This design comes from an exercise in tuning for small area, a short achievable clock period and few clock cycles per item on the open sky130 flow, not from production work.
The RTL was checked by simulation tests, not by an equivalence proof against the original design.

==> inputs of v22 <==
## bet_wear_leveler
module bet_wear_leveler #(
    parameter int unsigned BLK_AW = 12,
    parameter int unsigned CNT_W  = 32,
    parameter int unsigned T_W    = 8,
    parameter int unsigned T      = 8
) (
    input  logic              clk_50,
    input  logic              rst,
    input  logic              wl_en,
    input  logic              erase_valid,
    input  logic [BLK_AW-1:0] erase_addr,
    output logic              erase_ready,
    output logic              gc_valid,
    output logic [BLK_AW-1:0] gc_addr,
    input  logic              gc_ready,
    output logic              busy,
    output logic [CNT_W-1:0]  e_cnt_o,
    output logic [CNT_W-1:0]  f_cnt_o
);
clock: 10.0 ns
lec_check: 0
cap_margin: 30
core_margin: 2
core_utilization: 25
cts_cluster_diameter: 120
cts_cluster_size: 20
place_density: 0.35
setup_slack_margin: 5
slew_margin: 45
run.sh (not shown) runs the stock make flow with config.mk's settings and CLKGATE_MAP_FILE= SYNTH_SCRIPT=/design/flow/synth_recipe.tcl, a recipe that flattens the netlist after the stock synthesis.
==> v33: changes against v22 <==
--- a/flow/design.v
+++ b/flow/design.v
@@ -76,66 +76,59 @@
     localparam int unsigned TB_W    = bet_pkg::bits_for(T * NUM_BLK + 1);
     localparam int unsigned EW      = (TB_W < CNT_W) ? TB_W : CNT_W;
     localparam int unsigned DW      = EW + 2;
     localparam logic [CNT_W-1:0] E_SAT = CNT_W'(2 ** EW - 1);
     logic clr_q, run_q, req_q;
-    logic owe_q;       
-    logic full_q;      
     logic [CNT_W-1:0]     e_q;
     logic [F_W-1:0]       f_q;
-    logic [F_W-1:0]       f1_q;       
-    logic                 nf_q;
     logic signed [DW-1:0] d_q;        
     logic [BLK_AW-1:0]    sp_q;
     logic                 sp_x_q;
     logic                 cand_v_q;
     logic [NCOL-1:0]      row_q;      
     logic                 seval_q;    
-    logic [ROW_W-1:0]     srow_q;     
-    logic ready, hs;
-    assign ready       = run_q & ~owe_q & ~full_q;
-    assign erase_ready = ready;
-    assign busy        = ~ready;
-    assign gc_valid    = (req_q | owe_q) & cand_v_q;
+    assign erase_ready = run_q;
+    assign busy        = ~run_q;
+    assign gc_valid    = req_q & cand_v_q;
     assign gc_addr     = sp_q;
     assign e_cnt_o     = e_q;
-    assign f_cnt_o     = CNT_W'(nf_q ? f1_q : f_q);
-    assign hs          = gc_valid & gc_ready;
+    assign f_cnt_o     = CNT_W'(f_q);
     logic             acc;
-    logic             clr;
+    logic [ROW_W-1:0] srch_row;
     logic [ROW_W-1:0] rd_row;
     logic [NCOL-1:0]  rd_data;
-    assign acc    = erase_valid & ready;
-    assign clr    = clr_q | full_q;
-    assign rd_row = ready ? erase_addr[BLK_AW-1:COL_W] : srow_q;
+    assign acc      = erase_valid & run_q;
+    assign srch_row = sp_q[BLK_AW-1:COL_W] + ROW_W'(seval_q);
+    assign rd_row   = run_q ? erase_addr[BLK_AW-1:COL_W] : srch_row;
     bet_flag_ram #(
         .BLK_AW (BLK_AW),
         .COL_W  (COL_W)
     ) u_flag_ram (
         .clk      (clk_50),
-        .clr      (clr),
+        .clr      (clr_q),
         .set      (acc),
         .set_addr (erase_addr),
         .rd_row   (rd_row),
         .rd_data  (rd_data)
     );
-    logic e_inc, nf, f_last, ge0, ge1;
-    logic owe_if_new, owe_if_old;
+    logic e_inc, nf, f_last, ge0, ge1, full, owe;
     logic [NCOL-1:0] col_hit;
-    logic signed [DW-1:0] d_now, d_inc;
+    logic [F_W-1:0] f_inc;
+    logic signed [DW-1:0] d_inc, d_new;
     always_comb begin
         for (int c = 0; c < NCOL; c++) col_hit[c] = (erase_addr[COL_W-1:0] == COL_W'(c));
     end
     assign e_inc  = ~(|(e_q & ~E_SAT));
-    assign d_now  = d_q - (nf_q ? DW'(T) : DW'(0));
-    assign d_inc  = d_now + DW'(e_inc);
+    assign d_inc  = d_q + DW'(e_inc);
+    assign d_new  = d_inc - DW'(T);
+    assign f_inc  = f_q + F_W'(1);
     assign nf     = ~(|(rd_data & col_hit));
-    assign f_last = nf_q ? (f1_q == F_W'(NUM_BLK - 1)) : (f_q == F_W'(NUM_BLK - 1));
+    assign f_last = (f_q == F_W'(NUM_BLK - 1));
     assign ge0    = ~d_inc[DW-1];
     assign ge1    = ge0 & (d_inc[DW-2:0] >= (DW-1)'(T));
-    assign owe_if_new = wl_en & ~f_last & ge1;
-    assign owe_if_old = wl_en & ge0;
+    assign full   = nf & f_last;
+    assign owe    = wl_en & ~full & (nf ? ge1 : ge0);
     logic [NCOL-1:0]   srch;
     logic [NCOL-1:0]   first;
     logic              s_found;
     logic [COL_W-1:0]  s_col;
     logic [BLK_AW-1:0] s_addr;
@@ -157,97 +150,76 @@
         end
         s_hit = (erase_addr[BLK_AW-1:COL_W] == sp_q[BLK_AW-1:COL_W]) &
                 (|(first & col_hit));
     end
     assign s_addr = {sp_q[BLK_AW-1:COL_W], s_col};
-    logic [BLK_AW-1:0] sp_d;
-    logic              sp_x_d, cand_v_d, seval_d, req_d;
-    always_comb begin
-        sp_d     = sp_q;
-        sp_x_d   = sp_x_q;
-        cand_v_d = cand_v_q;
-        seval_d  = 1'b0;
-        req_d    = req_q | owe_q;
-        if (seval_q) begin
-            if (s_found) begin
-                sp_d     = s_addr;
-                sp_x_d   = 1'b1;
-                cand_v_d = ~(acc & s_hit);
-            end else begin
-                sp_d    = {sp_q[BLK_AW-1:COL_W] + ROW_W'(1), COL_W'(0)};
-                sp_x_d  = 1'b0;
-                seval_d = req_q;
-            end
-        end
-        if (acc && cand_v_q && (erase_addr == sp_q)) begin
-            cand_v_d = 1'b0;
-            sp_x_d   = 1'b1;
-        end
-        if (req_d) begin
-            if (cand_v_q) begin
-                if (gc_ready) begin
-                    req_d    = 1'b0;
-                    cand_v_d = 1'b0;
-                    sp_x_d   = 1'b1;
-                    seval_d  = 1'b1;
-                end
-            end else if (!seval_q) begin
-                seval_d = 1'b1;
-            end
-        end
-    end
     always_ff @(posedge clk_50) begin
         row_q <= rd_data;
     end
     always_ff @(posedge clk_50 or negedge rst) begin
         if (!rst) begin
             clr_q    <= 1'b1;
             run_q    <= 1'b0;
             req_q    <= 1'b0;
-            owe_q    <= 1'b0;
-            full_q   <= 1'b0;
             e_q      <= '0;
             f_q      <= '0;
-            f1_q     <= F_W'(1);
-            nf_q     <= 1'b0;
             d_q      <= '0;
             sp_q     <= '0;
             sp_x_q   <= 1'b0;
             cand_v_q <= 1'b0;
             seval_q  <= 1'b0;
-            srow_q   <= '0;
-        end else if (clr) begin
+        end else if (clr_q) begin
             clr_q    <= 1'b0;
             run_q    <= 1'b1;
             req_q    <= 1'b0;
-            owe_q    <= 1'b0;
-            full_q   <= 1'b0;
             e_q      <= '0;
             f_q      <= '0;
-            f1_q     <= F_W'(1);
-            nf_q     <= 1'b0;
             d_q      <= '0;
             sp_q     <= '0;
             sp_x_q   <= 1'b0;
             cand_v_q <= 1'b1;
             seval_q  <= 1'b0;
-            srow_q   <= '0;
         end else begin
-            nf_q   <= acc & nf;
-            full_q <= acc & nf & f_last;
-            owe_q  <= acc & (nf ? owe_if_new : owe_if_old);
-            if (nf_q) begin
-                f_q  <= f1_q;
-                f1_q <= f1_q + F_W'(1);
-            end
-            d_q <= (acc & e_inc) ? d_inc : d_now;
-            if (acc && !(&e_q)) e_q <= e_q + CNT_W'(1);
-            run_q    <= ~req_d;
-            req_q    <= req_d;
-            sp_q     <= sp_d;
-            sp_x_q   <= sp_x_d;
-            cand_v_q <= cand_v_d;
-            seval_q  <= seval_d;
-            srow_q   <= sp_d[BLK_AW-1:COL_W] + ROW_W'(seval_d);
+            seval_q <= 1'b0;
+            if (seval_q) begin
+                if (s_found) begin
+                    sp_q     <= s_addr;
+                    sp_x_q   <= 1'b1;
+                    cand_v_q <= ~(acc & s_hit);
+                end else begin
+                    sp_q    <= {sp_q[BLK_AW-1:COL_W] + ROW_W'(1), COL_W'(0)};
+                    sp_x_q  <= 1'b0;
+                    seval_q <= req_q;
+                end
+            end
+            if (acc) begin
+                if (!(&e_q)) e_q <= e_q + CNT_W'(1);
+                f_q <= nf ? f_inc : f_q;
+                d_q <= nf ? d_new : d_inc;
+                if (cand_v_q && erase_addr == sp_q) begin
+                    cand_v_q <= 1'b0;
+                    sp_x_q   <= 1'b1;
+                end
+                if (full) begin
+                    run_q <= 1'b0;
+                    clr_q <= 1'b1;
+                end else if (owe) begin
+                    run_q <= 1'b0;
+                    req_q <= 1'b1;
+                end
+            end
+            if (req_q) begin
+                if (cand_v_q) begin
+                    if (gc_ready) begin
+                        req_q    <= 1'b0;
+                        run_q    <= 1'b1;
+                        cand_v_q <= 1'b0;
+                        sp_x_q   <= 1'b1;
+                        seval_q  <= 1'b1;
+                    end
+                end else if (!seval_q) begin
+                    seval_q <= 1'b1;
+                end
+            end
         end
     end
 endmodule
Settings changed: CAP_MARGIN 30 to 20, CORE_UTILIZATION 25 to 50, CTS_CLUSTER_DIAMETER 120 to unset, CTS_CLUSTER_SIZE 20 to unset, PLACE_DENSITY 0.35 to 0.6, SLEW_MARGIN 45 to 20.
==> results.ini <==
[synthesis]
synth-async-reset-ratio_pct = 2.42

[status]
violations = antenna rules
status = complete, but fails checks

[layout]
areaGrowthSynthToFinish_pct = 17.2

[drt]
final_antenna_net_count = 3

The numbers above come from v22.

==> results.ini <==
[status]
status = complete, but fails checks
violations = slew limit

[synthesis]
synth-async-reset-ratio_pct = 1.91

[drt]
final_antenna_net_count = 0

[timing]
finalMaxSlewViolations = 33

The numbers above come from v33.

Testbench counts of v22, summed over its fixed seeds: cycles 292,758, erases 262,848.
Testbench counts of v33, summed over its fixed seeds: cycles 292,758, erases 262,848.

-- static timing again, ports no longer ideal --
Ports are ideal in the flow. The routed layouts listed here were re-timed in OpenROAD. Step 1 (the two cells are an assumption about what drives the block):
set clk [get_ports {clk_50}]
set_driving_cell -lib_cell sky130_fd_sc_hd__clkbuf_16 $clk
set_driving_cell -lib_cell sky130_fd_sc_hd__buf_2 [delete_from_list [all_inputs] $clk]
Step 2, shift: input delay + t, output delay - t, t = (earliest + latest rising clock arrival at the registers) / 2. This alone moves slack from input paths to output paths. a / b / c = ideal ports / drivers / drivers and shift; a / b = the first two.
run | shift t [ns] | setup slack, ns | worst hold slack (ns) | slew at the worst register clock pin (ns) | pins driven straight from the clock port
v22 | 1.218 | 3.834 / 3.839 / 2.621 | 0.455 / 0.455 / 0.455 | 0.11 / 0.11 | 1
v33 | 1.196 | 3.245 / 3.159 / 1.963 | 0.462 / 0.462 / 0.462 | 0.07 / 0.07 | 1
For v33, which loses most, drivers alone change the setup slack by -0.086 ns; drivers and shift together by -1.282 ns.
